Background: an optimization exercise with open tools, aiming at small area, a short achievable clock period and few clock cycles per item. Do not read the settings as production practice.
Only simulation tests tie the RTL to the original design; equivalence was not proved.
Power and IR drop assume default switching activity.

[flow/design.v]
package cmru_pkg;
  localparam logic signed [13:0] CENTER_X_RST = 14'sd2048;
  localparam logic signed [13:0] CENTER_Y_RST = 14'sd1920;
  localparam logic [11:0]        RADIUS_RST   = 12'd2968;
endpackage
module cmru_edge_trk #(
  parameter bit NEG = 1'b0     
) (
  input  logic               clk,
  input  logic               sel_clr,    
  input  logic               sel_prep,   
  input  logic               sel_hor,    
  input  logic               sel_move,   
  input  logic               sel_step,   
  input  logic               sel_conv,   
  input  logic               dm,         
  input  logic               dm_nxt,
  input  logic signed [24:0] dq,
  input  logic signed [24:0] hx,
  input  logic               hc,
  input  logic [3:0]         o,
  input  logic signed [10:0] base,
  output logic signed [10:0] e,
  output logic               cv,
  output logic               cv_nxt
);
  logic signed [24:0] s_r, xa, s1, s_nxt;
  logic [7:0]         k_r, k_nxt;
  logic signed [10:0] e_r, e_nxt;
  logic               cv_r;
  logic [24:0]        m32;
  logic [7:0]         o2;
  logic               stp, k0, k1, kz_nxt, sn;
  assign m32 = {8'd0, k_r, o, 5'd0};
  assign o2  = {4'd0, o} * {4'd0, o};
  assign stp = sel_step && !cv_r;
  always_comb begin
    xa = '0;
    if (sel_move)       xa = dq;
    if (stp && !dm)     xa = $signed(m32 + 25'd256);
    if (stp && dm)      xa = $signed(25'd768 - m32);
    if (sel_conv)       xa = $signed(25'd256 - m32);
    if (sel_hor)        xa = hx;
  end
  assign s1 = s_r + xa;
  always_comb begin
    s_nxt = s_r;
    if (sel_prep)                                   s_nxt = $signed({17'd0, o2}) + $signed({24'd0, hc});
    else if (sel_hor || sel_move || stp || sel_conv) s_nxt = s1;
  end
  always_comb begin
    k_nxt = k_r;
    e_nxt = e_r;
    if (sel_clr) begin
      k_nxt = 8'd0;
      e_nxt = base;
    end else if (stp) begin
      k_nxt = dm ? (k_r - 8'd1) : (k_r + 8'd1);
      e_nxt = (dm ^ NEG) ? (e_r - 11'sd1) : (e_r + 11'sd1);
    end
  end
  assign k0     = (k_r == 8'd0);
  assign k1     = (k_r == 8'd1);
  assign kz_nxt = sel_clr || (stp ? (dm && k1) : k0);
  assign sn     = s_nxt[24];
  assign cv_nxt = dm_nxt ? (sn || kz_nxt) : !sn;
  always_ff @(posedge clk) begin
    s_r  <= s_nxt;
    k_r  <= k_nxt;
    e_r  <= e_nxt;
    cv_r <= cv_nxt;
  end
  assign e  = e_r;
  assign cv = cv_r;
endmodule
module circle_mask_rect_generator_unit (
  input  logic         clk,
  input  logic         rst_n,
  input  logic         in_valid,
  output logic         in_ready,
  input  logic [7:0]   in_row,
  output logic         out_valid,
  input  logic         out_ready,
  output logic [8:0]   out_x_left,
  output logic [7:0]   out_y_top,
  output logic [8:0]   out_x_right,
  output logic [7:0]   out_y_bottom,
  output logic         out_last_of_batch,
  input  logic         cfg_valid,
  output logic         cfg_ready,
  input  logic [1:0]   cfg_index,
  input  logic [13:0]  cfg_data
);
  logic signed [13:0] cx_r, cy_r;
  logic [11:0]        rad_r;
  logic [7:0] top_r, bot_r;
  logic       act_r, closed_r, open_r, band_r, wr_d;
  logic       r0_v;
  logic [7:0] y_r;
  logic       f_is0, f_inb, f_last, f_band, f_stale;
  logic       f_same, f_nxt;      
  logic       bdone_r, rph_r, have_r;
  logic               tv_r, dm_r;
  logic [7:0]         ty_r;
  logic signed [13:0] q_r;       
  logic               t_prep, t_hor;
  logic [3:0]         hcnt_r;
  logic [24:0]        hb_r;      
  logic               hbit_r;
  logic sel_clr, sel_clry, sel_prep, sel_hor, sel_move, sel_step, sel_conv;
  logic       run_open_r;
  logic [7:0] run_t_r, run_b_r;
  logic [8:0] run_l_r, run_r_r;
  logic       p_v, p_e1, p_e2, p_band, p_last;
  logic [7:0] p_a, p_b;
  logic [8:0] p_l, p_r;
  logic cfg_wr;
  assign cfg_wr = cfg_valid && (cfg_index != 2'd3);
  logic               open_c, closed_c, act_c;
  logic signed [14:0] cy_e, r_e, lo_s, hi_s, lo_f, hi_f;
  logic [7:0]         top_c, bot_c;
  assign open_c   = (rad_r >= 12'd2968);
  assign closed_c = (rad_r == 12'd0);
  assign act_c    = !open_c && !closed_c;
  assign cy_e     = {cy_r[13], cy_r};
  assign r_e      = {3'b000, rad_r};
  assign lo_s     = cy_e - r_e;
  assign hi_s     = cy_e + r_e + 15'sd15;
  assign lo_f     = lo_s >>> 4;
  assign hi_f     = hi_s >>> 4;
  assign top_c    = lo_f[14] ? 8'd0 : (lo_f > 15'sd240) ? 8'd240 : lo_f[7:0];
  assign bot_c    = hi_f[14] ? 8'd0 : (hi_f > 15'sd240) ? 8'd240 : hi_f[7:0];
  logic [8:0] lx, rx;
  logic       cvb, res_now, res_ok, proc;
  logic       pfree, done, push, match;
  logic       ev_band, ev_e1, ev_e2, ev_last;
  logic [7:0] ev_a, ev_b;
  logic [8:0] ev_l, ev_r;
  logic       ro, run_full, old_ex, fin_ex, run_has;
  logic       run_new, run_ext, run_drop, set_bdone, set_rph;
  logic       cv_l, cv_r;
  assign cvb     = cv_l && cv_r;
  assign res_now = tv_r && !t_prep && !t_hor && f_same && cvb;
  assign res_ok  = have_r || res_now;
  assign proc    = r0_v && !f_stale;
  assign pfree    = !p_v || (out_ready && !(p_e1 && p_e2));
  assign ro       = run_open_r && !f_is0;
  assign match    = (lx == run_l_r) && (rx == run_r_r);
  assign run_full = (run_l_r == 9'd0) && (run_r_r == 9'd256);
  assign old_ex   = ro && !match && !run_full;
  assign fin_ex   = f_last && ((lx != 9'd0) || (rx != 9'd256));
  assign run_has  = !run_full;
  always_comb begin
    done      = 1'b0;
    push      = 1'b0;
    ev_band   = 1'b0;
    ev_a      = run_t_r;
    ev_b      = run_b_r;
    ev_l      = run_l_r;
    ev_r      = run_r_r;
    ev_e1     = (run_l_r != 9'd0);
    ev_e2     = (run_r_r != 9'd256);
    ev_last   = 1'b1;
    run_new   = 1'b0;
    run_ext   = 1'b0;
    run_drop  = 1'b0;
    set_bdone = 1'b0;
    set_rph   = 1'b0;
    if (proc) begin
      if (!f_inb) begin
        if (f_band) begin
          ev_band = 1'b1;
          push    = pfree;
          done    = pfree;
        end else begin
          done = 1'b1;
        end
        run_drop = f_is0;
      end else if (res_ok) begin
        if (f_band && !bdone_r) begin
          ev_band   = 1'b1;
          ev_last   = !fin_ex;
          push      = pfree;
          set_bdone = pfree;
        end else if (!rph_r) begin
          if (!old_ex || pfree) begin
            push    = old_ex;
            ev_last = !fin_ex;
            run_ext = match && ro;
            run_new = !(match && ro);
            if (f_last) set_rph = 1'b1;
            else        done    = 1'b1;
          end
        end else begin
          if (!run_has || pfree) begin
            push     = run_has;
            done     = 1'b1;
            run_drop = 1'b1;
          end
        end
      end
    end
    if (ev_band) begin
      ev_a  = closed_r ? 8'd240 : top_r;
      ev_b  = bot_r;
      ev_l  = 9'd256;
      ev_r  = 9'd0;
      ev_e1 = closed_r || (top_r != 8'd0);
      ev_e2 = !closed_r && (bot_r != 8'd240);
    end
  end
  assign in_ready  = !r0_v || done;
  assign cfg_ready = 1'b1;
  logic       acc;
  logic [7:0] yn;
  assign acc = in_ready && in_valid;
  assign yn  = acc ? in_row : y_r;
  logic [3:0]         o_l, o_r;
  logic signed [10:0] fl, ce, e_l, e_r;
  logic               cvn_l, cvn_r;
  logic signed [24:0] dq, hx;
  logic               hc, dm_n;
  logic signed [13:0] ap, bp;
  logic [7:0]         clr_t;
  assign o_l = cx_r[3:0];
  assign o_r = 4'(-cx_r[3:0]);
  assign fl  = {cx_r[13], cx_r[13:4]};
  assign ce  = fl + {10'd0, (o_l != 4'd0)};
  assign ap = $signed({2'b00, rad_r}) + 14'sd8 - q_r;
  assign bp = 14'sd8 - $signed({2'b00, rad_r}) - q_r;
  assign dq = $signed({{7{q_r[12]}}, q_r[12:0], 5'd0});
  assign hx = !hbit_r ? 25'sd0 : (hcnt_r == 4'd13) ? $signed(~hb_r) : $signed(hb_r);
  assign hc = ap[13];
  assign dm_n = sel_conv ? 1'b1 : sel_clr ? 1'b0 : dm_r;
  cmru_edge_trk #(.NEG(1'b1)) u_trk_l (
    .clk (clk), .sel_clr (sel_clr), .sel_prep (sel_prep), .sel_hor (sel_hor),
    .sel_move (sel_move), .sel_step (sel_step), .sel_conv (sel_conv),
    .dm (dm_r), .dm_nxt (dm_n), .dq (dq), .hx (hx), .hc (hc), .o (o_l), .base (fl),
    .e (e_l), .cv (cv_l), .cv_nxt (cvn_l)
  );
  cmru_edge_trk #(.NEG(1'b0)) u_trk_r (
    .clk (clk), .sel_clr (sel_clr), .sel_prep (sel_prep), .sel_hor (sel_hor),
    .sel_move (sel_move), .sel_step (sel_step), .sel_conv (sel_conv),
    .dm (dm_r), .dm_nxt (dm_n), .dq (dq), .hx (hx), .hc (hc), .o (o_r), .base (ce),
    .e (e_r), .cv (cv_r), .cv_nxt (cvn_r)
  );
  assign lx = e_l[10] ? 9'd0 : (e_l > 11'sd256) ? 9'd256 : e_l[8:0];
  assign rx = e_r[10] ? 9'd0 : (e_r > 11'sd256) ? 9'd256 : e_r[8:0];
  logic               tv_n, prep_n, hor_n, have_n, r0v_n, stale_n;
  logic               inb_n, last_n, band_n, is0_n, same_n, nxt_n;
  logic [7:0]         ty_n, ty1, ty2;
  logic signed [13:0] q_n;
  assign clr_t = sel_clry ? y_r : top_r;
  assign ty1   = ty_r + 8'd1;
  assign ty2   = ty_r + 8'd2;
  always_comb begin
    tv_n   = tv_r;
    prep_n = 1'b0;
    hor_n  = t_hor;
    if (sel_clr) begin
      tv_n   = 1'b0;
      prep_n = 1'b1;
    end
    if (sel_prep) hor_n = 1'b1;
    if (sel_hor && hcnt_r == 4'd13) begin
      hor_n = 1'b0;
      tv_n  = 1'b1;
    end
    if (cfg_wr) begin
      tv_n   = 1'b0;
      prep_n = 1'b0;
      hor_n  = 1'b0;
    end
    if (!rst_n) begin
      tv_n   = 1'b0;
      prep_n = 1'b0;
      hor_n  = 1'b0;
    end
  end
  assign ty_n = sel_clr ? clr_t : sel_move ? ty1 : ty_r;
  assign q_n  = sel_clr  ? ($signed({2'b00, clr_t, 4'b0000}) + 14'sd16 - cy_r) :
                sel_move ? (q_r + 14'sd16) : q_r;
  assign r0v_n   = rst_n && (in_ready ? in_valid : r0_v);
  assign have_n  = rst_n && !done && (have_r || (proc && f_inb && res_ok));
  assign stale_n = wr_d;
  assign is0_n   = (yn == 8'd0);
  assign inb_n   = act_r && (yn >= top_r) && (yn < bot_r);
  assign last_n  = ({1'b0, yn} + 9'd1 == {1'b0, bot_r});
  assign band_n  = is0_n && (closed_r || (act_r && ((top_r != 8'd0) || (bot_r != 8'd240))));
  assign same_n  = sel_move ? (yn == ty1) : (yn == ty_r);
  assign nxt_n   = sel_move ? (yn == ty2) : (yn == ty1);
  function automatic logic [6:0] decode(
      input logic prep, input logic hor, input logic need, input logic have,
      input logic tv, input logic same, input logic nxt, input logic cvb_i, input logic nc,
      input logic bg);
    logic clr, clry, mv, stp, cnv, rel;
    rel  = tv && (same || nxt);
    clr  = 1'b0;
    clry = 1'b0;
    mv   = 1'b0;
    stp  = 1'b0;
    cnv  = 1'b0;
    if (prep || hor) begin
    end else if (need && !have) begin
      if (rel) begin
        stp = !cvb_i;
        cnv = cvb_i && nc;
        mv  = cvb_i && !nc;
      end else begin
        clr  = 1'b1;
        clry = 1'b1;
      end
    end else if (need) begin
      cnv = tv && same && cvb_i && nc;
      mv  = tv && same && cvb_i && !nc;
    end else if (!tv) begin
      clr = bg;
    end else begin
      stp = !cvb_i;
    end
    decode = {clr, clry, prep, hor, mv, stp, cnv};
  endfunction
  logic       need_n, nc_n, bg_n;
  logic [6:0] dec0, dec1, dec_n;
  assign need_n = r0v_n && inb_n && !stale_n;
  assign nc_n   = !dm_n && !q_n[13];
  assign bg_n   = band_r && !cfg_wr && !wr_d;
  assign dec0   = decode(prep_n, hor_n, need_n, have_n, tv_n, same_n, nxt_n, 1'b0, nc_n, bg_n);
  assign dec1   = decode(prep_n, hor_n, need_n, have_n, tv_n, same_n, nxt_n, 1'b1, nc_n, bg_n);
  assign dec_n  = (cvn_l && cvn_r) ? dec1 : dec0;
  always_ff @(posedge clk) begin
    if (!rst_n) begin
      cx_r       <= 14'sd2048;
      cy_r       <= 14'sd1920;
      rad_r      <= 12'd2968;
      run_open_r <= 1'b0;
      p_v        <= 1'b0;
      bdone_r    <= 1'b0;
      rph_r      <= 1'b0;
      {sel_clr, sel_clry, sel_prep, sel_hor, sel_move, sel_step, sel_conv} <= '0;
    end else begin
      if (cfg_valid) begin
        case (cfg_index)
          2'd0: cx_r  <= $signed(cfg_data);
          2'd1: cy_r  <= $signed(cfg_data);
          2'd2: rad_r <= cfg_data[11:0];
          default: begin
          end
        endcase
      end
      if (done) begin
        bdone_r <= 1'b0;
        rph_r   <= 1'b0;
      end else begin
        if (set_bdone) bdone_r <= 1'b1;
        if (set_rph)   rph_r   <= 1'b1;
      end
      if (run_drop)     run_open_r <= 1'b0;
      else if (run_new) run_open_r <= 1'b1;
      if (push) begin
        p_v <= 1'b1;
      end else if (p_v && out_ready && !(p_e1 && p_e2)) begin
        p_v <= 1'b0;
      end
      {sel_clr, sel_clry, sel_prep, sel_hor, sel_move, sel_step, sel_conv} <= dec_n;
    end
  end
  always_ff @(posedge clk) begin
    r0_v    <= r0v_n;
    have_r  <= have_n;
    tv_r    <= tv_n;
    t_prep  <= prep_n;
    t_hor   <= hor_n;
    ty_r    <= ty_n;
    q_r     <= q_n;
    dm_r    <= dm_n;
    top_r    <= top_c;
    bot_r    <= bot_c;
    act_r    <= act_c;
    closed_r <= closed_c;
    open_r   <= open_c;
    band_r   <= act_c && (top_c < bot_c);
    wr_d     <= cfg_wr;
    if (acc) y_r <= in_row;
    f_stale <= stale_n;
    f_is0   <= is0_n;
    f_inb   <= inb_n;
    f_last  <= last_n;
    f_band  <= band_n;
    f_same  <= same_n;
    f_nxt   <= nxt_n;
    if (sel_prep) begin
      hb_r   <= 25'(bp);
      hbit_r <= ap[0];
      hcnt_r <= 4'd0;
    end else if (sel_hor) begin
      hb_r   <= {hb_r[23:0], 1'b0};
      hbit_r <= ap[hcnt_r + 4'd1];
      hcnt_r <= hcnt_r + 4'd1;
    end
    if (run_new) begin
      run_t_r <= y_r;
      run_b_r <= y_r + 8'd1;
      run_l_r <= lx;
      run_r_r <= rx;
    end else if (run_ext) begin
      if (run_b_r != 8'd240) run_b_r <= run_b_r + 8'd1;
    end
    if (push) begin
      p_e1   <= ev_e1;
      p_e2   <= ev_e2;
      p_band <= ev_band;
      p_last <= ev_last;
      p_a    <= ev_a;
      p_b    <= ev_b;
      p_l    <= ev_l;
      p_r    <= ev_r;
    end else if (p_v && out_ready && p_e1 && p_e2) begin
      p_e1 <= 1'b0;
    end
  end
  assign out_valid         = p_v;
  assign out_x_left        = p_e1 ? 9'd0 : p_r;
  assign out_x_right       = p_e1 ? p_l : 9'd256;
  assign out_y_top         = p_band ? (p_e1 ? 8'd0 : p_b) : p_a;
  assign out_y_bottom      = p_band ? (p_e1 ? p_a : 8'd240) : p_b;
  assign out_last_of_batch = p_last && !(p_e1 && p_e2);
endmodule
[flow/run.sh]
#!/bin/bash
# synth_recipe.tcl (not shown) runs the flow's synth.tcl, then flattens the netlist and writes it again
# the make line also repeats each setting of config.mk as NAME=value (left out here)
make -C /OpenROAD-flow-scripts/flow DESIGN_CONFIG=/design/flow/config.mk WORK_HOME=/design/flow/orfs CLKGATE_MAP_FILE= SYNTH_SCRIPT=/design/flow/synth_recipe.tcl finish
[flow/config.mk]
export PLATFORM = sky130hd
export DESIGN_NAME = circle_mask_rect_generator_unit
export DESIGN_NICKNAME = circle_mask_rect_generator_unit
export VERILOG_FILES = /design/flow/design.v
export SDC_FILE = /design/flow/constraint.sdc
export NUM_CORES = 4
export LEC_CHECK = 0
export CAP_MARGIN = 20
export CORE_MARGIN = 2
export CORE_UTILIZATION = 40
export SLEW_MARGIN = 20
[flow/constraint.sdc]
create_clock -name core_clock -period 8.0 [get_ports {clk}]
set_input_delay 1.6000 -clock core_clock [delete_from_list [all_inputs] [get_ports {clk}]]
set_output_delay 1.6000 -clock core_clock [all_outputs]
set_load 0.01 [all_outputs]
==> results_dict.tcl, run 1 <==
set metrics [dict create \
    r2r_end "sel_move$_SDFF_PP0_" \
    grt_busiest_layer "met2" \
    postSynth.topFlopCell "sky130_fd_sc_hd__edfxtp_1" \
    synth_top_family_by_area "compound AO/OA/AOI/OAI gates" \
    setup.reg_to_reg.worst_slack_ns 1.84 \
    final.hold.worst_slack_ns 0.402 \
    initial_antenna_violation_count 0 \
    htreeDepth 2 \
    std_cell_rows 88 \
    slew_viol_final 0 \
    cp_data_arrival_time_ns 6.75 \
    synth.yosys.warnings 3 \
    timing.hold.worst_path_depth 0 \
    post_synth_inst_count 2695 \
    synth_seq_area_share_pct 34.2 \
    insertedDiodeCount 0 \
    worst_hold_path.endpoint "f_stale$_DFF_P_" \
    fin_worst_skew_ns 0.0338 \
    netlist_area_before_placement_sq_mm 0.0234 \
    initialDrtViolationCount 1528 \
    clock_latency_ns 0.57 \
    num_io_pins 67 \
    critical_path.n_buffers_inverters 1 \
    cts.root.buffer_cell "sky130_fd_sc_hd__clkbuf_16" \
    maxCapViolCount 0 \
    hold_viol_final 0 \
    floorplan_die_height_um 246 \
    drt-pass1-iter-count 6 \
    critical_path_capture_point_type "flop" \
    antenna_left 0 \
    dpl_worst_slack_ns 1.18 \
    fp.dieArea_sq_mm 0.0605 \
    place.gp.congestion 0.915 \
    post-route-period-util_pct 78.3 \
    critical_path_required_ns 8.49 \
    grt_overflow 0 \
    outcome "no timing/DRC/antenna violations" \
    final_period_minus_worst_setup_slack_ns 6.26 \
    post_route_drc_violation_count 0 \
    synth_largest_type_area_fraction_pct 24.2 \
    p_leak_nw 10.2 \
    number_of_global_route_vias_before_repair 19000 \
    grt_first_pass_wirelength_mm 106 \
    synth_fp_nets 2928 \
    port_buffers 65 \
    cts_buffers 39 \
    max-vdd-ir-drop_mv 0.131 \
    numClockSinks 305 \
    totalWireLength_mm 67.6 \
    min_path_type "flop to flop" \
    holdBufCountCts 0 \
    post_synth_xor_area_fraction_pct 8.98 \
    tns_ns 0 \
    synth_common_cells "sky130_fd_sc_hd__nand2_1 (261), sky130_fd_sc_hd__nor2_1 (226), sky130_fd_sc_hd__ha_1 (197), sky130_fd_sc_hd__edfxtp_1 (189), sky130_fd_sc_hd__a21oi_1 (175)" \
    critPathSlowestCell "sky130_fd_sc_hd__nor4bb_1" \
    detailroute.via_count 19800 \
    clkTransAtPathRegs_ns 0.06 \
    setup_viol 0 \
    post-cts-setup-buffers 0 \
    initial_core_util_pct 40.5 \
    yosys.area.top_type "sky130_fd_sc_hd__edfxtp_1" \
    gr-usage-met1_pct 31.1 \
    fill_cells 5638 \
    worst_pin_slew_ns 1.11 \
    met2_demand_to_capacity_share_in_global_routing_pct 35.1 \
    avgSynthCellArea_sq_um 8.69 \
    power.density_mw_per_mm2 174 \
    synth.lib_cells_used.distinct 112 \
    wire_per_inst_um 19.3 \
    totalPowerFinal_w 0.00453 \
    drive_gt1_share_pct 5.82 \
    timing.final.ws_setup_ns 1.74 \
    slew-limit-headroom_pct 25.5 \
    grt_setup_unrepaired "no" \
    critPathMaxFanout 21 \
    ys_top_cells_by_area "sky130_fd_sc_hd__edfxtp_1 (24%), sky130_fd_sc_hd__ha_1 (11%), sky130_fd_sc_hd__dfxtp_1 (9.9%)" \
    path_class "input pin to flop" \
    mux_cell_area_share_after_synthesis_pct 1.80 \
    chipWidth_um 246 \
    worstSetupStartpointType "input pin" \
    r2r-start "cx_r[0]$_SDFFE_PN0P_" \
    yosysMostFrequentCell "sky130_fd_sc_hd__nand2_1" \
    tritoncts_clock_tree "done" \
    cts_resized 0 \
    synth_adder_area_share_pct 11.1 \
    grt_max_degree 78 \
    globalRouteMet3Util_pct 2.84 \
    cp_cell_sequence "clkdlybuf4s50_1 > a21boi_1 > a21boi_2 > a2111o_1 > nor3_2 > a21bo_1 > a21boi_0 > a21o_1 > ha_1 > nor2b_1 > o21a_1 > o21a_1 > o21ai_0 > nand2b_1 > a21oi_1 > nor2b_1 > o21ai_0 > nor4bb_1 > nand3b_1 > a211o_1 > a21oi_1" \
    viasPerCell 5.67 \
    clockBufferDepth 3 \
    postSynth.asyncResetShare_pct 0 \
    synth_simple_gate_area_share_pct 18.9 \
    timing.critical_path.max_delay_family "compound AO/OA/AOI/OAI gates" \
    synth-compound-area-share_pct 20.2 \
    post-dp-hpwl_mm 51.2 \
    core_area_sq_mm 0.0578 \
    globalRouteTotalUtil_pct 22.0 \
    max_freq_mhz 160 \
    area_delta_synth_final_pct 11.0 \
    worst_path_largest_cell_delay_ns 0.58 \
    num-nets-final 2933 \
    ff2ff_path_depth 25 \
    yosys_register_bits 305 \
    worstHoldStart "wr_d$_DFF_P_" \
    synth_enable_flop_cells 189 \
]
==> worst max path at each step <==
| stage | from | endpoint | slack, ns | cells after the start |
|---|---|---|---|---|
| finish | out_ready | sel_clr$_SDFF_PP0_ | 1.74 | 21 |
| global route | out_ready | sel_move$_SDFF_PP0_ | 1.37 | 22 |
| CTS | out_ready | sel_clr$_SDFF_PP0_ | 1.76 | 21 |
| detailed placement | out_ready | sel_clr$_SDFF_PP0_ | 1.18 | 21 |
| global placement | out_ready | sel_clr$_SDFF_PP0_ | 1.26 | 21 |
| floorplan | u_trk_r.e_r[3]$_DFFE_PP_ | p_e1$_SDFFCE_PN0P_ | 2.43 | 10 |
==> flip-flops by register name (all words and copies together) (netlist names), 9 cells and up <==
register	cells
hb_r	25
u_trk_l.s_r	25
u_trk_r.s_r	25
cx_r	14
cy_r	14
q_r	14
rad_r	12
u_trk_l.e_r	11
u_trk_r.e_r	11
p_l	9
p_r	9
run_l_r	9
run_r_r	9
==> power by group <==
group	internal [W]	switching [W]
clock network	0.00108	0.000745
registers	0.00175	0.000114
logic	0.000347	0.000489
total	0.00318	0.00135
==> layout by cell type, fill, tap and decap left out, types with 9 or more instances in the layout <==
master | Yosys | layout
sky130_fd_sc_hd__o211ai_1 | 21 | 21
sky130_fd_sc_hd__clkbuf_1 | 100 | 9
sky130_fd_sc_hd__ha_1 | 197 | 197
sky130_fd_sc_hd__inv_1 | 163 | 162
sky130_fd_sc_hd__a31oi_1 | 26 | 26
sky130_fd_sc_hd__nor2_1 | 226 | 226
sky130_fd_sc_hd__mux2_2 | 12 | 12
sky130_fd_sc_hd__nand4_1 | 22 | 22
sky130_fd_sc_hd__o21bai_1 | 37 | 37
sky130_fd_sc_hd__and2_1 | 55 | 55
sky130_fd_sc_hd__nand2_1 | 261 | 260
sky130_fd_sc_hd__nor2b_1 | 52 | 52
sky130_fd_sc_hd__a21o_1 | 39 | 39
sky130_fd_sc_hd__o22ai_1 | 29 | 29
sky130_fd_sc_hd__o21a_1 | 11 | 11
sky130_fd_sc_hd__o21ai_0 | 166 | 166
sky130_fd_sc_hd__a211o_1 | 18 | 18
sky130_fd_sc_hd__and3_1 | 18 | 18
sky130_fd_sc_hd__a211oi_1 | 20 | 19
sky130_fd_sc_hd__o31ai_1 | 27 | 27
sky130_fd_sc_hd__a21oi_1 | 175 | 175
sky130_fd_sc_hd__clkbuf_16 | 0 | 41
sky130_fd_sc_hd__xnor2_1 | 154 | 154
sky130_fd_sc_hd__nor3_1 | 47 | 47
sky130_fd_sc_hd__buf_4 | 2 | 20
sky130_fd_sc_hd__or3_1 | 18 | 18
sky130_fd_sc_hd__xor2_1 | 86 | 86
sky130_fd_sc_hd__nor4_1 | 14 | 14
sky130_fd_sc_hd__or2_2 | 9 | 9
sky130_fd_sc_hd__nand3_1 | 70 | 70
sky130_fd_sc_hd__mux2i_1 | 24 | 24
sky130_fd_sc_hd__dfxtp_1 | 116 | 114
sky130_fd_sc_hd__edfxtp_1 | 189 | 189
sky130_fd_sc_hd__clkdlybuf4s50_1 | 0 | 65
sky130_fd_sc_hd__a21boi_0 | 48 | 48
sky130_fd_sc_hd__nand2b_1 | 32 | 32
==> metrics by stage <==
step / instances / util [%] / cell area, sq um
final: 3495 / 45.0 / 26000
after global routing: 3495 / 45.0 / 26000
after CTS: 3495 / 45.0 / 26000
after detailed placement: 3424 / 42.7 / 24700
after global placement: 3424 / 42.7 / 24700
after floorplan: 2695 / - / 23400
==> cell families after synthesis <==
family          Yosys count
xor+xnor                240
simple gates            894
compound gates          726
fa+ha+maj               204
mux                      38
other cells               1
flops                   305
buf+inv                 287
==> layout make-up <==
type / count / area [sq um] / area share, %
Clock inverter: 20 / 231 / 0.890
Clock buffer: 51 / 1070 / 4.13
Tap cell: 765 / 957 / 3.68
Timing Repair Buffer: 85 / 801 / 3.08
Sequential cell: 305 / 8000 / 30.8
Multi-Input combinational cell: 2103 / 14300 / 55.0
Inverter: 166 / 623 / 2.40
==> per-layer routing <==
metal	wire [um]	vias up
li1	-	9661
met2	30100	611
met4	1890	0
met5	0	-
met1	31900	9449
met3	3740	108
Testbench counts, summed over its fixed seeds: cycles 18,297, rows 11,528.
==> inputs of run 2 (changes only) <==
--- a/flow/config.mk
+++ b/flow/config.mk
@@ -10,2 +10,3 @@
 export CORE_UTILIZATION = 40
+export SETUP_SLACK_MARGIN = 2.5
 export SLEW_MARGIN = 20
==> run 2 against run 1 <==
Final cell count up 0.63%; non-clock buffer count up 22; first-iteration DRC count grew 2.2%; maximum frequency is 19% higher; via count is 0.73% higher; count of clock-buffer cells in the layout is 7 higher; register-to-register slack improved by 0.89 ns; clock skew about the same; final area up 1.4%; largest cell class unchanged.
==> results_dict.tcl, run 2 <==
set metrics [dict create \
    outcome "no timing/DRC/antenna violations" \
    reg_top3 "hb_r (25), u_trk_l.s_r (25), u_trk_r.s_r (25)" \
    max_freq_mhz 190 \
    synth.lib_cells_used.distinct 112 \
    chipWidth_um 246 \
    num_io_pins 67 \
    grt_overflow 0 \
    cp-startpoint "hbit_r$_DFFE_PP_" \
    hold_viol_final 0 \
    wire_per_inst_um 19.3 \
    cts.root.buffer_cell "sky130_fd_sc_hd__clkbuf_16" \
    tns_ns 0 \
    slew_viol_final 0 \
    grt_setup_unrepaired "yes" \
    cp_data_arrival_time_ns 5.78 \
    yosys_register_bits 305 \
    post-route-period-util_pct 65.9 \
    path_class "flop to flop" \
    synth.yosys.warnings 3 \
    std_cell_rows 88 \
    synth_largest_type_area_fraction_pct 24.2 \
    fill_cells 5611 \
    max-vdd-ir-drop_mv 0.123 \
    clkTransAtPathRegs_ns 0.06 \
    post-dp-hpwl_mm 51.1 \
    critical_path_required_ns 8.51 \
    globalRouteTotalUtil_pct 22.1 \
    place.gp.congestion 0.908 \
    slew-limit-headroom_pct 31.5 \
    p_leak_nw 10.4 \
    viasPerCell 5.68 \
    antenna_left 0 \
    netlist_area_before_placement_sq_mm 0.0234 \
    post_route_drc_violation_count 0 \
    numClockSinks 305 \
    number_of_global_route_vias_before_repair 19200 \
    final_cells 3517 \
    grt_first_pass_wirelength_mm 106 \
    drive_gt1_share_pct 7.67 \
    detailroute.via_count 20000 \
    synth_common_cells "sky130_fd_sc_hd__nand2_1 (261), sky130_fd_sc_hd__nor2_1 (226), sky130_fd_sc_hd__ha_1 (197), sky130_fd_sc_hd__edfxtp_1 (189), sky130_fd_sc_hd__a21oi_1 (175)" \
    yosysMostFrequentCell "sky130_fd_sc_hd__nand2_1" \
    tritoncts_clock_tree "done" \
    timing.final.ws_setup_ns 2.73 \
    fin_worst_skew_ns 0.0333 \
    worstSetupStartpointType "flop" \
    layout.cells.most_common_list "sky130_fd_sc_hd__nand2_1 (259), sky130_fd_sc_hd__nor2_1 (225), sky130_fd_sc_hd__ha_1 (196), sky130_fd_sc_hd__edfxtp_1 (189), sky130_fd_sc_hd__a21oi_1 (170)" \
    totalWireLength_mm 67.8 \
    grt_max_degree 78 \
    post_synth_inst_count 2695 \
    clockBufferDepth 3 \
    critPathMaxFanout 16 \
    postLayoutCellArea_sq_mm 0.0264 \
    core_area_sq_mm 0.0578 \
    power.density_mw_per_mm2 172 \
    port_buffers 65 \
    num-nets-final 2955 \
    initialDrtViolationCount 1561 \
    synth_enable_flop_cells 189 \
    layout_commonest_cell "sky130_fd_sc_hd__nand2_1" \
    floorplan_die_height_um 246 \
    placed_cell_area_sq_mm 0.0247 \
    final_period_minus_worst_setup_slack_ns 5.27 \
    clock_latency_ns 0.58 \
    dpl_worst_slack_ns 1.18 \
    initial_antenna_violation_count 0 \
    yosys.area.top_type "sky130_fd_sc_hd__edfxtp_1" \
    critical_path_capture_point_type "flop" \
    fp.dieArea_sq_mm 0.0605 \
    synth_fp_nets 2928 \
    cts_buffers 39 \
    initial_core_util_pct 40.5 \
    dp_cells 3425 \
    worst_pin_slew_ns 1.02 \
    postSynth.asyncResetShare_pct 0 \
    r2r-start "hbit_r$_DFFE_PP_" \
    area_delta_synth_final_pct 12.6 \
    postSynth.topFlopCell "sky130_fd_sc_hd__edfxtp_1" \
    drt-pass1-iter-count 6 \
    min_path_type "flop to flop" \
    worstHoldStart "wr_d$_DFF_P_" \
    maxCapViolCount 0 \
    synth_seq_area_share_pct 34.2 \
    htreeDepth 2 \
    insertedDiodeCount 0 \
    setup_viol 0 \
    avgSynthCellArea_sq_um 8.69 \
    ys_top_cells_by_area "sky130_fd_sc_hd__edfxtp_1 (24%), sky130_fd_sc_hd__ha_1 (11%), sky130_fd_sc_hd__dfxtp_1 (9.9%)" \
    final.hold.worst_slack_ns 0.394 \
]
-- run 2: per-stage QoR --
step	util, %	total power (W)
after CTS	45.2	0.00456
after global placement	42.7	0.00271
after global routing	45.6	0.00475
after floorplan	-	0.00247
after detailed placement	42.7	0.00272
final	45.6	0.00453
-- run 2: repair_timing --
item / CTS / global route
pin swaps: 4 / 8
hold buffers: 0 / 0
gates resized for setup: 32 / 21
endpoints found under the setup margin: 11 / 12
setup buffers: 4 / 17
endpoints found under the hold margin: 0 / 0
gates cloned: 0 / 0
-- run 2: final cells by class --
| cell class | count | area [sq um] | area share, % |
|---|---|---|---|
| Sequential cell | 305 | 8010 | 30.4 |
| Inverter | 166 | 627 | 2.38 |
| Clock inverter | 13 | 166 | 0.631 |
| Tap cell | 765 | 957 | 3.63 |
| Multi-Input combinational cell | 2103 | 14500 | 55.0 |
| Timing Repair Buffer | 107 | 972 | 3.69 |
| Clock buffer | 58 | 1130 | 4.28 |
-- run 2: worst paths after layout --
check / to / cells after the start / slack (ns)
max: sel_move$_SDFF_PP0_ / 17 / 2.73
min: f_stale$_DFF_P_ / 0 / 0.39
max reg2reg: sel_move$_SDFF_PP0_ / 17 / 2.73
min reg2reg: f_stale$_DFF_P_ / 0 / 0.39
-- run 2: layer usage --
| metal | GRT usage (%) | routed length (um) | up-vias | part of all wire (%) |
|---|---|---|---|---|
| met2 | 35.0 | 30300 | 602 | 45 |
| met5 | 0 | 0 | - | 0 |
| met1 | 31.3 | 32000 | 9524 | 47 |
| met4 | 6.86 | 1950 | 0 | 2.9 |
| met3 | 2.51 | 3500 | 118 | 5.2 |
| li1 | - | - | 9730 | - |
-- run 2: report_power, final --
part / internal (W) / switching, W / leakage (nW)
clock: 0.00108 / 0.000728 / 0.631
sequential: 0.00175 / 0.000113 / 2.69
combinational: 0.000364 / 0.000499 / 7.03
total: 0.00319 / 0.00134 / 10.4
-- run 2: critical path: stages, from the launching register on --
cell	delay, ns
sky130_fd_sc_hd__edfxtp_1	0.56
sky130_fd_sc_hd__nand2_1	0.62
sky130_fd_sc_hd__nor2_1	0.22
sky130_fd_sc_hd__ha_1	0.27
sky130_fd_sc_hd__fa_1	0.41
sky130_fd_sc_hd__a21oi_1	0.17
sky130_fd_sc_hd__o21bai_1	0.14
sky130_fd_sc_hd__a2111oi_0	0.53
sky130_fd_sc_hd__or3_1	0.29
sky130_fd_sc_hd__a311oi_4	0.16
sky130_fd_sc_hd__a211oi_2	0.41
sky130_fd_sc_hd__a21oi_2	0.14
sky130_fd_sc_hd__mux2i_2	0.29
sky130_fd_sc_hd__mux2i_1	0.14
sky130_fd_sc_hd__nor3_2	0.25
sky130_fd_sc_hd__o211ai_1	0.18
sky130_fd_sc_hd__and4b_1	0.30
sky130_fd_sc_hd__and2b_1	0.12
-- run 2: logic make-up after synthesis --
family                     share of synthesized area [%]
AOI/OAI and AO/OA                                   20.2
DFF                                                 34.2
muxes                                               1.80
adders and majority gates                           11.1
buffers and inverters                               4.78
other                                             0.0160
xor gates and xnor gates                            8.98
and+or+nand+nor                                     18.9
==> inputs of run 3 (changes only) <==
--- a/flow/config.mk
+++ b/flow/config.mk
@@ -10,3 +10,3 @@
 export CORE_UTILIZATION = 40
-export SETUP_SLACK_MARGIN = 2.5
+export SETUP_SLACK_MARGIN = 4.5
 export SLEW_MARGIN = 20
==> run 3 against run 2 <==
Routed wire length up 7.4%; sequential share of layout area down 3.0 points; register-to-register slack better by 0.43 ns; highest routed layer unchanged; global-route usage up 1.4 points; still clean; via count up 4.5%; non-clock buffer count up 158; critical path depth up 7; first-iteration DRC count down 14%; final cell count up 4.6%; largest cell class unchanged.
==> results_dict.tcl, run 3 <==
set metrics [dict create \
    clockBufferDepth 3 \
    yosysMostFrequentCell "sky130_fd_sc_hd__nand2_1" \
    grt_setup_unrepaired "yes" \
    postSynth.topFlopCell "sky130_fd_sc_hd__edfxtp_1" \
    timing.final.ws_setup_ns 3.16 \
    critPathMaxFanout 6 \
    avgSynthCellArea_sq_um 8.69 \
    holdBufCountCts 0 \
    cp_data_arrival_time_ns 5.30 \
    yosys_register_bits 305 \
    min_path_type "flop to flop" \
    totalWireLength_mm 72.8 \
    port_buffers 65 \
    p_leak_nw 11.7 \
    power.share.sequential_pct 39.7 \
    layout.cells.most_common_list "sky130_fd_sc_hd__nand2_1 (245), sky130_fd_sc_hd__nor2_1 (210), sky130_fd_sc_hd__edfxtp_1 (189), sky130_fd_sc_hd__ha_1 (174), sky130_fd_sc_hd__buf_4 (156)" \
    worst_path_largest_cell_delay_ns 0.44 \
    htreeDepth 2 \
    insertedDiodeCount 0 \
    placed_cell_area_sq_mm 0.0252 \
    cp_cell_sequence "clkinvlp_4 > ha_1 > a31oi_2 > nand2b_4 > a22oi_2 > xnor2_1 > nor2_1 > a311oi_1 > a21oi_1 > nor2_1 > a21oi_1 > ha_1 > and2_4 > nand2_2 > nand2_2 > nand2_2 > a31o_4 > o21ai_4 > mux2i_4 > nor4_2 > or3b_4 > o211ai_1 > and4b_1 > and2b_1" \
    ys_top_cells_by_area "sky130_fd_sc_hd__edfxtp_1 (24%), sky130_fd_sc_hd__ha_1 (11%), sky130_fd_sc_hd__dfxtp_1 (9.9%)" \
    layout_commonest_cell "sky130_fd_sc_hd__nand2_1" \
    clock_latency_ns 0.56 \
    critical_path_capture_point_type "flop" \
    totalPowerFinal_w 0.00469 \
    path_class "flop to flop" \
    yosys.area.top_type "sky130_fd_sc_hd__edfxtp_1" \
    std_cell_rows 88 \
    maxCapViolCount 0 \
    core_area_sq_mm 0.0578 \
    post_route_drc_violation_count 0 \
    fin_worst_skew_ns 0.0182 \
    wire_per_inst_um 19.8 \
    floorplan_die_height_um 246 \
    grt_overflow 0 \
    critPathSlowestCell "sky130_fd_sc_hd__dfxtp_2" \
    synth_seq_area_share_pct 34.2 \
    slew-limit-headroom_pct 32.3 \
    num_io_pins 67 \
    synth_fp_nets 2928 \
    initialDrtViolationCount 1340 \
    drt-pass1-iter-count 6 \
    power.net_switching_w 0.00145 \
    grt_first_pass_wirelength_mm 113 \
    synth.yosys.warnings 3 \
    final_core_util_pct 50.9 \
    max-vdd-ir-drop_mv 0.165 \
    max_freq_mhz 207 \
    worst_pin_slew_ns 1.01 \
    pwr-share-clk_pct 37.2 \
    drive_gt1_share_pct 22.7 \
    critPathMostFrequentCell "sky130_fd_sc_hd__nand2_2" \
    synth_enable_flop_cells 189 \
    switching_share_pct 31.0 \
    number_of_global_route_vias_before_repair 20100 \
    critical_path_required_ns 8.46 \
    power.density_mw_per_mm2 159 \
    cts_buffers 39 \
    place.gp.congestion 0.919 \
    viasPerCell 5.67 \
    post-route-period-util_pct 60.5 \
    share_comb_of_total_power_pct 23.1 \
    reg_top3 "hb_r (25), u_trk_l.s_r (25), u_trk_r.s_r (25)" \
    timing.critical_path.max_delay_family "simple AND/OR/NAND/NOR gates" \
    postLayoutCellArea_sq_mm 0.0294 \
    cts.root.buffer_cell "sky130_fd_sc_hd__clkbuf_16" \
    detailroute.via_count 20900 \
    synth_common_cells "sky130_fd_sc_hd__nand2_1 (261), sky130_fd_sc_hd__nor2_1 (226), sky130_fd_sc_hd__ha_1 (197), sky130_fd_sc_hd__edfxtp_1 (189), sky130_fd_sc_hd__a21oi_1 (175)" \
    initial_antenna_violation_count 0 \
    setup_viol 0 \
    clkTransAtPathRegs_ns 0.06 \
    dpl_worst_slack_ns 1.38 \
    critical_path.n_buffers_inverters 1 \
    postSynth.asyncResetShare_pct 0 \
    worstSetupStartpointType "flop" \
    final_period_minus_worst_setup_slack_ns 4.84 \
    initial_core_util_pct 40.5 \
    outcome "no timing/DRC/antenna violations" \
    post_synth_inst_count 2695 \
    num-nets-final 3116 \
    fill_cells 5305 \
    tritoncts_clock_tree "done" \
    globalRouteTotalUtil_pct 23.5 \
    grt_max_degree 78 \
    slew_viol_final 0 \
    area_delta_synth_final_pct 25.6 \
    post-dp-hpwl_mm 50.6 \
    numClockSinks 305 \
    netlist_area_before_placement_sq_mm 0.0234 \
    chipWidth_um 246 \
    cell_internal_pwr_w 0.00324 \
    fp.dieArea_sq_mm 0.0605 \
    tns_ns 0 \
    synth_largest_type_area_fraction_pct 24.2 \
    antenna_left 0 \
    synth.lib_cells_used.distinct 112 \
    hold_viol_final 0 \
]
## run 3: area by class of cell
| cell class | instances | area, sq um | share of cell area [%] |
|---|---|---|---|
| Timing Repair inverter | 1 | 7.51 | 0.0255 |
| Clock buffer | 46 | 1030 | 3.51 |
| Inverter | 166 | 658 | 2.24 |
| Timing Repair Buffer | 265 | 2310 | 7.86 |
| Sequential cell | 305 | 8070 | 27.4 |
| Clock inverter | 26 | 213 | 0.723 |
| Tap cell | 765 | 957 | 3.25 |
| Multi-Input combinational cell | 2105 | 16200 | 54.9 |
## run 3: per-stage QoR
stage	cells	hold slack [ns]
floorplan	2695	0.344
global placement	3419	0.386
detailed placement	3419	0.391
CTS	3628	0.397
global route	3679	0.416
finish	3679	0.410
## run 3: worst paths after layout
path,depth (start not counted),from,to,slack (ns)
worst min register to register,0,wr_d$_DFF_P_,f_stale$_DFF_P_,0.41
worst max-delay path,24,u_trk_r.k_r[0]$_SDFFE_PP0P_,sel_move$_SDFF_PP0_,3.16
worst min-delay path,0,wr_d$_DFF_P_,f_stale$_DFF_P_,0.41
worst max register to register,24,u_trk_r.k_r[0]$_SDFFE_PP0P_,sel_move$_SDFF_PP0_,3.16
## run 3: logic make-up after synthesis
kind of cell    synth area share, %
compound gates                 20.2
fa+ha+maj                      11.1
flops                          34.2
xor+xnor                       8.98
other cells                  0.0160
simple gates                   18.9
buf+inv                        4.78
mux                            1.80
## run 3: power groups by stage
stage	combinational (W)	clock (W)	sequential [W]
after global placement	0.000860	0	0.00190
after floorplan	0.000678	0	0.00183
after detailed placement	0.000873	0	0.00190
after global routing	0.00119	0.00184	0.00187
final	0.00108	0.00174	0.00186
after CTS	0.00101	0.00177	0.00185
## run 3: what timing repair did
item | in CTS | in global routing
resized for setup | 273 | 185
cloned | 5 | 0
setup endpoints to repair | 201 | 141
pin swaps | 119 | 113
buffers inserted | 132 | 51
## run 3: per-layer routing
metal	vias to the layer above	part of all wire, %	track usage [%]
li1	10100	-	-
met1	10100	46	32.4
met2	596	46	38.4
met3	99	5.0	2.44
met4	0	2.7	7.45
met5	-	0	0
==> inputs of run 4 (changes only) <==
--- a/flow/config.mk
+++ b/flow/config.mk
@@ -9,4 +9,4 @@
 export CORE_MARGIN = 2
-export CORE_UTILIZATION = 40
-export SETUP_SLACK_MARGIN = 4.5
+export CORE_UTILIZATION = 55
+export SETUP_SLACK_MARGIN = 3.5
 export SLEW_MARGIN = 20
==> run 4 against run 3 <==
Routed wire length decreased by 2.4%; maximum frequency shrank 3.3%; worst setup slack worse by 0.16 ns; critical path depth shrank 1; clock skew is 0.0036 ns lower; die area fell by 27%; critical endpoint unchanged; area after synthesis unchanged; count of clock-buffer cells in the layout grew 5; flip-flop and latch count is the same; register-to-register slack worse by 0.12 ns; final cell count decreased by 8.2%; still clean on timing, DRC and antenna; final area fell by 6.5%.
==> results_dict.tcl, run 4 <==
set metrics [dict create \
    critical_path_required_ns 8.45 \
    critical_path_capture_point_type "flop" \
    fp.dieArea_sq_mm 0.0442 \
    layout.cells.most_common_list "sky130_fd_sc_hd__nand2_1 (253), sky130_fd_sc_hd__nor2_1 (220), sky130_fd_sc_hd__ha_1 (190), sky130_fd_sc_hd__edfxtp_1 (189), sky130_fd_sc_hd__a21oi_1 (155)" \
    avgSynthCellArea_sq_um 8.69 \
    layout_commonest_cell "sky130_fd_sc_hd__nand2_1" \
    viasPerCell 6.11 \
    synth_largest_type_area_fraction_pct 24.2 \
    yosys_register_bits 305 \
    postLayoutCellArea_sq_mm 0.0275 \
    globalRouteTotalUtil_pct 31.3 \
    tns_ns 0 \
    slew_viol_final 0 \
    clockBufferDepth 3 \
    num-nets-final 3042 \
    p_leak_nw 11.0 \
    synth_enable_flop_cells 189 \
    num_io_pins 67 \
    grt_setup_unrepaired "yes" \
    synth_common_cells "sky130_fd_sc_hd__nand2_1 (261), sky130_fd_sc_hd__nor2_1 (226), sky130_fd_sc_hd__ha_1 (197), sky130_fd_sc_hd__edfxtp_1 (189), sky130_fd_sc_hd__a21oi_1 (175)" \
    worstSetupStartpointType "input pin" \
    final.hold.worst_slack_ns 0.369 \
    max_freq_mhz 200 \
    post_route_drc_violation_count 0 \
    place.gp.congestion 0.934 \
    critPathMaxFanout 6 \
    synth_seq_area_share_pct 34.2 \
    synth.yosys.warnings 3 \
    antenna_left 0 \
    grt_first_pass_wirelength_mm 109 \
    synth.lib_cells_used.distinct 112 \
    wire_per_inst_um 21.0 \
    tritoncts_clock_tree "done" \
    path_class "input pin to flop" \
    outcome "no timing/DRC/antenna violations" \
    post-dp-hpwl_mm 52.2 \
    yosysMostFrequentCell "sky130_fd_sc_hd__nand2_1" \
    initialDrtViolationCount 1688 \
    totalWireLength_mm 71.1 \
    area_delta_synth_final_pct 17.4 \
    postSynth.topFlopCell "sky130_fd_sc_hd__edfxtp_1" \
    maxCapViolCount 0 \
    initial_core_util_pct 55.8 \
    min_path_type "flop to flop" \
    synth_fp_nets 2928 \
    floorplan_die_height_um 210 \
    detailroute.via_count 20600 \
    clkTransAtPathRegs_ns 0.06 \
    drive_gt1_share_pct 14.4 \
    reg_top3 "hb_r (25), u_trk_l.s_r (25), u_trk_r.s_r (25)" \
    ys_top_cells_by_area "sky130_fd_sc_hd__edfxtp_1 (24%), sky130_fd_sc_hd__ha_1 (11%), sky130_fd_sc_hd__dfxtp_1 (9.9%)" \
    numClockSinks 305 \
    htreeDepth 2 \
    chipWidth_um 210 \
    hold_viol_final 0 \
    cts.root.buffer_cell "sky130_fd_sc_hd__clkbuf_16" \
    post-route-period-util_pct 62.6 \
    initial_antenna_violation_count 0 \
    port_buffers 65 \
    clock_latency_ns 0.56 \
    yosys.area.top_type "sky130_fd_sc_hd__edfxtp_1" \
    postSynth.asyncResetShare_pct 0 \
    setup_viol 0 \
    number_of_global_route_vias_before_repair 19500 \
    final_period_minus_worst_setup_slack_ns 5.01 \
    grt_overflow 0 \
    drt-pass1-iter-count 6 \
    core_area_sq_mm 0.0419 \
    fin_worst_skew_ns 0.0146 \
    fill_cells 3529 \
    grt_max_degree 78 \
    std_cell_rows 75 \
    cts_buffers 37 \
    slew-limit-headroom_pct 32.8 \
    power.density_mw_per_mm2 167 \
    cp_data_arrival_time_ns 5.45 \
    insertedDiodeCount 0 \
    placed_cell_area_sq_mm 0.0245 \
    worst_pin_slew_ns 0.999 \
    max-vdd-ir-drop_mv 0.186 \
    post_synth_inst_count 2695 \
    netlist_area_before_placement_sq_mm 0.0234 \
]
run 4: layer usage:
layer | share of wire, % | track usage (%) | vias to the layer above
li1 | - | - | 9898
met1 | 44 | 42.6 | 9990
met2 | 47 | 52.2 | 622
met3 | 5.6 | 4.77 | 131
met4 | 2.6 | 8.36 | 0
met5 | 0 | 0 | -
run 4: report_power, final:
part           total [W]  switching, W  internal (W)  leakage (nW)
sequential       0.00186      0.000105       0.00175          2.70
combinational   0.000968      0.000550      0.000417          7.63
clock            0.00178      0.000692       0.00109         0.640
total            0.00460       0.00135       0.00325          11.0
run 4: layout make-up:
| cell class | count | area, sq um | share of cell area [%] |
|---|---|---|---|
| multi-input cells | 2104 | 15200 | 55.2 |
| flip-flops and latches | 305 | 8040 | 29.2 |
| repair buffers | 195 | 1670 | 6.09 |
| clock buffers | 51 | 1120 | 4.09 |
| well taps | 539 | 674 | 2.45 |
| inverters | 166 | 637 | 2.32 |
| clock inverters | 17 | 170 | 0.619 |
run 4: path summary, 6_finish.rpt:
kind,slack (ns),start,endpoint,cells past startpoint
worst max register to register,3.04,run_l_r[0]$_DFFE_PP_,sel_move$_SDFF_PP0_,23
worst min register to register,0.37,wr_d$_DFF_P_,f_stale$_DFF_P_,0
worst min-delay path,0.37,wr_d$_DFF_P_,f_stale$_DFF_P_,0
worst max-delay path,2.99,out_ready,sel_move$_SDFF_PP0_,23
run 4: what timing repair did:
| action | CTS | global route |
|---|---|---|
| hold buffers | 0 | 0 |
| cloned | 1 | 1 |
| setup buffers | 49 | 60 |
| endpoints found under the setup margin | 35 | 26 |
| pin swaps | 34 | 61 |
| resized for setup | 107 | 106 |
run 4: kinds of logic (layout without fill, tap and decap cells):
family          after synthesis  count (layout)  share of synthesized area [%]
other cells                   1               1                         0.0160
compound gates              726             727                           20.2
simple gates                894             894                           18.9
xor+xnor                    240             240                           8.98
mux                          38              38                           1.80
buf+inv                     287             429                           4.78
fa+ha+maj                   204             204                           11.1
flops                       305             305                           34.2
run 4: per-stage QoR:
step / worst slack (ns) / std cells / total power [W] / util, %
after floorplan: 2.99 / 2695 / 0.00247 / -
after global routing: 2.84 / 3377 / 0.00479 / 65.5
after detailed placement: 1.60 / 3198 / 0.00273 / 58.4
final: 2.99 / 3377 / 0.00460 / 65.5
after CTS: 3.16 / 3316 / 0.00455 / 63.3
after global placement: 1.64 / 3198 / 0.00272 / 58.3
run 4: critical path, cell delays in order:
cell and delay [ns]:
sky130_fd_sc_hd__buf_8 0.08, sky130_fd_sc_hd__a21boi_4 0.06, sky130_fd_sc_hd__a21boi_4 0.15, sky130_fd_sc_hd__a2111o_1 0.43, sky130_fd_sc_hd__nor3_4 0.25, sky130_fd_sc_hd__a21boi_4 0.34, sky130_fd_sc_hd__buf_6 0.15, sky130_fd_sc_hd__o21ai_4 0.05
sky130_fd_sc_hd__a21boi_4 0.15, sky130_fd_sc_hd__ha_1 0.28, sky130_fd_sc_hd__nand2b_4 0.14, sky130_fd_sc_hd__a21o_1 0.15, sky130_fd_sc_hd__a21o_1 0.16, sky130_fd_sc_hd__a21o_1 0.16, sky130_fd_sc_hd__a21o_1 0.15, sky130_fd_sc_hd__a21o_1 0.15
sky130_fd_sc_hd__a21o_1 0.16, sky130_fd_sc_hd__a21oi_2 0.18, sky130_fd_sc_hd__nor4bb_4 0.08, sky130_fd_sc_hd__nand3b_1 0.16, sky130_fd_sc_hd__nor2_1 0.07, sky130_fd_sc_hd__and4b_1 0.20, sky130_fd_sc_hd__and2b_1 0.15
==> inputs of run 5 (changes only) <==
--- a/flow/config.mk
+++ b/flow/config.mk
@@ -9,4 +9,5 @@
 export CORE_MARGIN = 2
-export CORE_UTILIZATION = 55
+export CORE_UTILIZATION = 40
 export SETUP_SLACK_MARGIN = 3.5
 export SLEW_MARGIN = 20
+export TNS_END_PERCENT = 20
==> run 5 against run 4 <==
Still clean; die area grew 37%; worst setup slack gained 0.097 ns; utilization fell by 18 points; final area down 0.33%; via count is 1.9% lower; global-route usage is 8.7 points lower; sequential share of layout area is 0.088 points higher.
==> results_dict.tcl, run 5 <==
set metrics [dict create \
    outcome "no timing/DRC/antenna violations" \
    post_synth_xor_area_fraction_pct 8.98 \
    htreeDepth 2 \
    fill_cells 5538 \
    wire_per_inst_um 19.5 \
    critical_path_required_ns 8.51 \
    antenna_left 0 \
    initial_core_util_pct 40.5 \
    max-vdd-ir-drop_mv 0.123 \
    placed_cell_area_sq_mm 0.0247 \
    synth_fp_nets 2928 \
    yosys_register_bits 305 \
    grt_overflow 0 \
    port_buffers 65 \
    tns_ns 0 \
    critPathSlowestCell "sky130_fd_sc_hd__clkdlybuf4s50_1" \
    pwr-share-clk_pct 39.2 \
    cp_data_arrival_time_ns 5.42 \
    synth_adder_area_share_pct 11.1 \
    synth.lib_cells_used.distinct 112 \
    reg_top3 "hb_r (25), u_trk_l.s_r (25), u_trk_r.s_r (25)" \
    postSynth.topFlopCell "sky130_fd_sc_hd__edfxtp_1" \
    number_of_global_route_vias_before_repair 19600 \
    globalRouteMet3Util_pct 2.72 \
    dpl_worst_slack_ns 1.18 \
    slew-limit-headroom_pct 28.7 \
    initial_antenna_violation_count 0 \
    drive_gt1_share_pct 12.2 \
    timing.final.ws_setup_ns 3.09 \
    layout_commonest_cell "sky130_fd_sc_hd__nand2_1" \
    power.density_mw_per_mm2 168 \
    synth_enable_flop_cells 189 \
    cts.root.buffer_cell "sky130_fd_sc_hd__clkbuf_16" \
    place.gp.congestion 0.908 \
    final.hold.worst_slack_ns 0.396 \
    std_cell_rows 88 \
    maxCapViolCount 0 \
    totalWireLength_mm 69.5 \
    yosysMostFrequentCell "sky130_fd_sc_hd__nand2_1" \
    viasPerCell 5.66 \
    netlist_area_before_placement_sq_mm 0.0234 \
    max_freq_mhz 204 \
    met2_demand_to_capacity_share_in_global_routing_pct 35.8 \
    min_path_type "flop to flop" \
    numClockSinks 305 \
    floorplan_die_height_um 246 \
    synth_simple_gate_area_share_pct 18.9 \
    setup_viol 0 \
    grt_setup_unrepaired "yes" \
    synth_top_family_by_area "compound AO/OA/AOI/OAI gates" \
    detailroute.via_count 20300 \
    avgSynthCellArea_sq_um 8.69 \
    chipWidth_um 246 \
    clkTransAtPathRegs_ns 0.06 \
    power.net_switching_w 0.00137 \
    post_route_drc_violation_count 0 \
    grt_first_pass_wirelength_mm 108 \
    drt-pass1-iter-count 5 \
    synth_seq_area_share_pct 34.2 \
    share_comb_of_total_power_pct 20.3 \
    cts_buffers 39 \
    globalRouteTotalUtil_pct 22.6 \
    worst_pin_slew_ns 1.06 \
    fin_worst_skew_ns 0.0339 \
    clock_latency_ns 0.58 \
    hold_viol_final 0 \
    worst_path_largest_cell_delay_ns 0.54 \
    initialDrtViolationCount 1523 \
    layout.cells.most_common_list "sky130_fd_sc_hd__nand2_1 (254), sky130_fd_sc_hd__nor2_1 (224), sky130_fd_sc_hd__ha_1 (193), sky130_fd_sc_hd__edfxtp_1 (189), sky130_fd_sc_hd__a21oi_1 (159)" \
    worstSetupStartpointType "input pin" \
    tritoncts_clock_tree "done" \
    power.share.sequential_pct 40.5 \
    area_delta_synth_final_pct 17.0 \
    slew_viol_final 0 \
    num-nets-final 3013 \
    final_period_minus_worst_setup_slack_ns 4.91 \
    clockBufferDepth 3 \
    cell_internal_pwr_w 0.00324 \
    yosys.area.top_type "sky130_fd_sc_hd__edfxtp_1" \
    post-dp-hpwl_mm 51.1 \
    switching_share_pct 29.7 \
    postLayoutCellArea_sq_mm 0.0274 \
    fp.dieArea_sq_mm 0.0605 \
    synth-compound-area-share_pct 20.2 \
    gr-usage-met1_pct 31.8 \
    path_class "input pin to flop" \
    critical_path_capture_point_type "flop" \
    holdBufCountCts 0 \
    core_area_sq_mm 0.0578 \
    p_leak_nw 10.8 \
    ys_top_cells_by_area "sky130_fd_sc_hd__edfxtp_1 (24%), sky130_fd_sc_hd__ha_1 (11%), sky130_fd_sc_hd__dfxtp_1 (9.9%)" \
    synth_common_cells "sky130_fd_sc_hd__nand2_1 (261), sky130_fd_sc_hd__nor2_1 (226), sky130_fd_sc_hd__ha_1 (197), sky130_fd_sc_hd__edfxtp_1 (189), sky130_fd_sc_hd__a21oi_1 (175)" \
    mux_cell_area_share_after_synthesis_pct 1.80 \
    cp_cell_sequence "clkdlybuf4s50_1 > inv_1 > nor3_2 > a21bo_2 > buf_8 > a21boi_4 > a21o_1 > ha_1 > nor2b_4 > o21a_1 > o21a_1 > o21ai_1 > nand2b_1 > a21oi_2 > nor2b_1 > o21ai_1 > nor4bb_4 > nand3b_1 > nor2_1 > and4b_1 > and2b_1" \
    postSynth.asyncResetShare_pct 0 \
    synth.yosys.warnings 3 \
    insertedDiodeCount 0 \
    post-route-period-util_pct 61.4 \
    post_synth_inst_count 2695 \
    synth_largest_type_area_fraction_pct 24.2 \
    critPathMaxFanout 5 \
    final_core_util_pct 47.4 \
    grt_max_degree 78 \
    num_io_pins 67 \
    grt_busiest_layer "met2" \
]
-- run 5: cell counts after synthesis --
No cell type changed its count.
-- run 5: layout make-up --
type                    count  area [sq um]  area share (%)
clock buffers              58          1130            4.12
clock inverters            13           166           0.608
inverters                 166           626            2.28
multi-input cells        2103         15000            54.8
flip-flops and latches    305          8030            29.3
well taps                 765           957            3.49
repair buffers            165          1480            5.39
-- run 5: worst paths after layout --
kind	cells after the start	end	slack, ns	from
worst min register to register	0	f_stale$_DFF_P_	0.40	wr_d$_DFF_P_
worst max-delay path	21	sel_move$_SDFF_PP0_	3.09	in_valid
worst max register to register	24	sel_move$_SDFF_PP0_	3.12	u_trk_l.e_r[4]$_DFFE_PP_
worst min-delay path	0	f_stale$_DFF_P_	0.40	wr_d$_DFF_P_
-- run 5: cell families (layout without fill, tap and decap cells) --
logic type / after synthesis / count (layout)
compound gates: 726 / 726
buf+inv: 287 / 402
other cells: 1 / 1
fa+ha+maj: 204 / 204
flops: 305 / 305
simple gates: 894 / 894
xor+xnor: 240 / 240
mux: 38 / 38
-- run 5: worst max-delay path: cells and delay by family --
family                   cells  cell delay, ns
AND/OR/NAND/NOR              9            1.43
AO/OA/AOI/OAI                8            1.33
buffers and inverters        3            0.77
adder cells (fa/ha/maj)      1            0.27
-- run 5: layer usage --
layer,part of all wire (%),wire length [um]
met1,46,32200
met2,45,31100
met3,5.7,3970
met4,3.2,2230
met5,0,0
-- run 5: power groups by stage --
stage	Combinational [W]	Sequential [W]	Clock, W
after floorplan	0.000638	0.00183	0
after detailed placement	0.000828	0.00189	0
after global placement	0.000815	0.00189	0
after CTS	0.000883	0.00186	0.00185
final	0.000934	0.00186	0.00180
after global routing	0.00103	0.00187	0.00191
-- run 5: metrics by stage --
step / std cells / power, W
floorplan: 2695 / 0.00247
global placement: 3425 / 0.00271
detailed placement: 3425 / 0.00272
CTS: 3547 / 0.00459
global route: 3575 / 0.00482
finish: 3575 / 0.00460
-- run 5: repair_timing --
item	in CTS	in global routing
endpoints found under the hold margin	0	0
gates cloned	2	0
resized for setup	121	72
pin swaps	38	29
setup endpoints to repair	37	26
buffers inserted	49	28
==> inputs of run 6 (changes only) <==
--- a/flow/config.mk
+++ b/flow/config.mk
@@ -12,2 +12 @@
 export SLEW_MARGIN = 20
-export TNS_END_PERCENT = 20
==> run 6 against run 5 <==
Sequential power is essentially flat; hold slack better by 0.012 ns; maximum frequency up 1.5%; register-to-register slack better by 0.07 ns; highest routed layer unchanged; largest cell class unchanged; final area rose by 0.27%; count of clock-buffer cells in the layout fell by 12; synthesized cell count stayed put; clock power hardly changed.
==> results_dict.tcl, run 6 <==
set metrics [dict create \
    outcome "no timing/DRC/antenna violations" \
    cts.root.buffer_cell "sky130_fd_sc_hd__clkbuf_16" \
    layout_commonest_cell "sky130_fd_sc_hd__nand2_1" \
    dp_cells 3426 \
    critical_path_required_ns 8.48 \
    cp-startpoint "out_ready" \
    drt-pass1-iter-count 5 \
    number_of_global_route_vias_before_repair 19800 \
    floorplan_die_height_um 246 \
    avgSynthCellArea_sq_um 8.69 \
    tns_ns 0 \
    yosysMostFrequentCell "sky130_fd_sc_hd__nand2_1" \
    drive_gt1_share_pct 13.2 \
    grt_max_degree 78 \
    totalPowerFinal_w 0.00464 \
    clock_latency_ns 0.58 \
    post-route-period-util_pct 60.5 \
    fin_worst_skew_ns 0.0328 \
    final_period_minus_worst_setup_slack_ns 4.84 \
    final_cells 3579 \
    chipWidth_um 246 \
    clkTransAtPathRegs_ns 0.06 \
    numClockSinks 305 \
    worst_pin_slew_ns 1.00 \
    hold_viol_final 0 \
    synth_seq_area_share_pct 34.2 \
    fp.dieArea_sq_mm 0.0605 \
    viasPerCell 5.68 \
    max_freq_mhz 207 \
    critical_path_capture_point_type "flop" \
    post-dp-hpwl_mm 51.6 \
    area_delta_synth_final_pct 17.3 \
    core_area_sq_mm 0.0578 \
    synth.yosys.warnings 3 \
    initial_core_util_pct 40.5 \
    synth.lib_cells_used.distinct 112 \
    yosys.area.top_type "sky130_fd_sc_hd__edfxtp_1" \
    slew_viol_final 0 \
    initial_antenna_violation_count 0 \
    layout.cells.most_common_list "sky130_fd_sc_hd__nand2_1 (255), sky130_fd_sc_hd__nor2_1 (221), sky130_fd_sc_hd__ha_1 (191), sky130_fd_sc_hd__edfxtp_1 (189), sky130_fd_sc_hd__a21oi_1 (158)" \
    htreeDepth 2 \
    power.density_mw_per_mm2 169 \
    cts_buffers 39 \
    path_class "input pin to flop" \
    post_route_drc_violation_count 0 \
    dpl_worst_slack_ns 1.50 \
    slew-limit-headroom_pct 32.4 \
    antenna_left 0 \
    timing.hold.worst_path_depth 0 \
    timing.final.ws_setup_ns 3.16 \
    synth_fp_nets 2928 \
    wire_per_inst_um 19.8 \
    grt_overflow 0 \
    netlist_area_before_placement_sq_mm 0.0234 \
    setup_viol 0 \
    ys_top_cells_by_area "sky130_fd_sc_hd__edfxtp_1 (24%), sky130_fd_sc_hd__ha_1 (11%), sky130_fd_sc_hd__dfxtp_1 (9.9%)" \
    grt_first_pass_wirelength_mm 110 \
    totalWireLength_mm 70.8 \
    post_synth_inst_count 2695 \
    num-nets-final 3017 \
    initialDrtViolationCount 1648 \
    num_io_pins 67 \
    detailroute.via_count 20300 \
    postSynth.topFlopCell "sky130_fd_sc_hd__edfxtp_1" \
    synth_common_cells "sky130_fd_sc_hd__nand2_1 (261), sky130_fd_sc_hd__nor2_1 (226), sky130_fd_sc_hd__ha_1 (197), sky130_fd_sc_hd__edfxtp_1 (189), sky130_fd_sc_hd__a21oi_1 (175)" \
    ff2ff_path_depth 25 \
    std_cell_rows 88 \
    critPathMaxFanout 4 \
    grt_setup_unrepaired "yes" \
    worstHoldStart "wr_d$_DFF_P_" \
    postSynth.asyncResetShare_pct 0 \
    tritoncts_clock_tree "done" \
    max-vdd-ir-drop_mv 0.135 \
    place.gp.congestion 0.927 \
    insertedDiodeCount 0 \
    globalRouteTotalUtil_pct 22.8 \
    p_leak_nw 10.8 \
    clockBufferDepth 3 \
    worstSetupStartpointType "input pin" \
    final.hold.worst_slack_ns 0.408 \
    maxCapViolCount 0 \
    port_buffers 65 \
    holdBufCountCts 0 \
    synth_enable_flop_cells 189 \
    yosys_register_bits 305 \
    synth_largest_type_area_fraction_pct 24.2 \
    cp_data_arrival_time_ns 5.31 \
    r2r-start "cx_r[1]$_SDFFE_PN0P_" \
    min_path_type "flop to flop" \
    reg_top3 "hb_r (25), u_trk_l.s_r (25), u_trk_r.s_r (25)" \
]
-- run 6: per-stage QoR --
| step | util [%] | area (sq um) |
|---|---|---|
| 3_3_place_gp | 42.9 | 24800 |
| 3_5_place_dp | 42.9 | 24800 |
| 6_report | 47.5 | 27500 |
| 4_1_cts | 46.5 | 26900 |
| 2_1_floorplan | - | 23500 |
| 5_1_grt | 47.5 | 27500 |
-- run 6: path summary, 6_finish.rpt --
check,endpoint,slack [ns]
setup / recovery,sel_move$_SDFF_PP0_,3.16
hold / removal,f_stale$_DFF_P_,0.41
setup reg to reg,sel_move$_SDFF_PP0_,3.19
hold reg to reg,f_stale$_DFF_P_,0.41
-- run 6: cell families after synthesis --
group,after synthesis,share of synthesized area [%]
flops,305,34.2
fa+ha+maj,204,11.1
compound gates,726,20.2
buf+inv,287,4.78
mux,38,1.80
xor+xnor,240,8.98
simple gates,894,18.9
other cells,1,0.0160
-- run 6: timing repair --
action / 4_1_cts / 5_1_grt
setup endpoints to repair: 38 / 22
buffers inserted: 47 / 33
pin swaps: 33 / 52
resized for setup: 123 / 86
cloned: 1 / 1
-- run 6: cell type report --
| type | count | area (sq um) |
|---|---|---|
| Clock buffer | 46 | 1000 |
| Tap cell | 765 | 957 |
| Multi-Input combinational cell | 2104 | 15100 |
| Inverter | 166 | 641 |
| Sequential cell | 305 | 8040 |
| Clock inverter | 25 | 287 |
| Timing Repair Buffer | 168 | 1480 |
| Fill cell | 5553 | 30300 |
-- run 6: power by group --
part	total, W	internal (W)	switching, W
Clock	0.00183	0.00109	0.000733
Combinational	0.000958	0.000414	0.000544
Sequential	0.00186	0.00175	0.000105
-- run 6: worst max-delay path, cell delays in order --
cell and delay, ns:
sky130_fd_sc_hd__buf_8 0.08, sky130_fd_sc_hd__a21boi_4 0.06, sky130_fd_sc_hd__a21boi_4 0.15, sky130_fd_sc_hd__a2111o_1 0.42
sky130_fd_sc_hd__nor3_4 0.23, sky130_fd_sc_hd__a21boi_4 0.26, sky130_fd_sc_hd__buf_6 0.14, sky130_fd_sc_hd__o21ai_2 0.06
sky130_fd_sc_hd__a21boi_4 0.16, sky130_fd_sc_hd__ha_1 0.29, sky130_fd_sc_hd__nand2b_1 0.14, sky130_fd_sc_hd__a21o_1 0.15
sky130_fd_sc_hd__a21o_1 0.15, sky130_fd_sc_hd__a21o_1 0.15, sky130_fd_sc_hd__a21o_1 0.15, sky130_fd_sc_hd__a21o_1 0.15
sky130_fd_sc_hd__a21o_1 0.16, sky130_fd_sc_hd__a21oi_2 0.18, sky130_fd_sc_hd__nor4bb_4 0.08, sky130_fd_sc_hd__nand3b_1 0.14
sky130_fd_sc_hd__nor2_1 0.05, sky130_fd_sc_hd__and4b_1 0.20, sky130_fd_sc_hd__and2b_1 0.15
-- run 6: metal layers --
| metal | up-vias | wire [um] | track usage [%] |
|---|---|---|---|
| li1 | 9836 | - | - |
| met3 | 119 | 4190 | 3.09 |
| met1 | 9713 | 33000 | 32.2 |
| met2 | 656 | 31400 | 35.8 |
| met5 | - | 0 | 0 |
| met4 | 0 | 2160 | 7.31 |

-- afterwards: timing with drivers on the ports --
The results above use ideal ports. As a check the final layouts listed here were re-extracted and re-timed, cells and wires unchanged.
Step 1, drivers: a clkbuf_16 drives clk and a buf_2 each remaining input, both assumed.
Step 2, shift: input delay + t, output delay - t, t = (earliest + latest rising clock arrival at the registers) / 2. This alone moves slack from input paths to output paths.
a / b / c = no drivers / after step 1 / after step 2; a / b = the first two.
run	t (ns)	setup slack, ns
run 1	0.611	1.736 / 1.769 / 1.157
run 2	0.615	2.729 / 2.714 / 2.166
run 3	0.619	3.158 / 3.158 / 2.545
run 4	0.611	2.994 / 3.000 / 2.389
run 5	0.617	3.092 / 3.077 / 2.460
run 6	0.627	3.162 / 3.167 / 2.541
After both steps setup and hold are still met in every run listed.
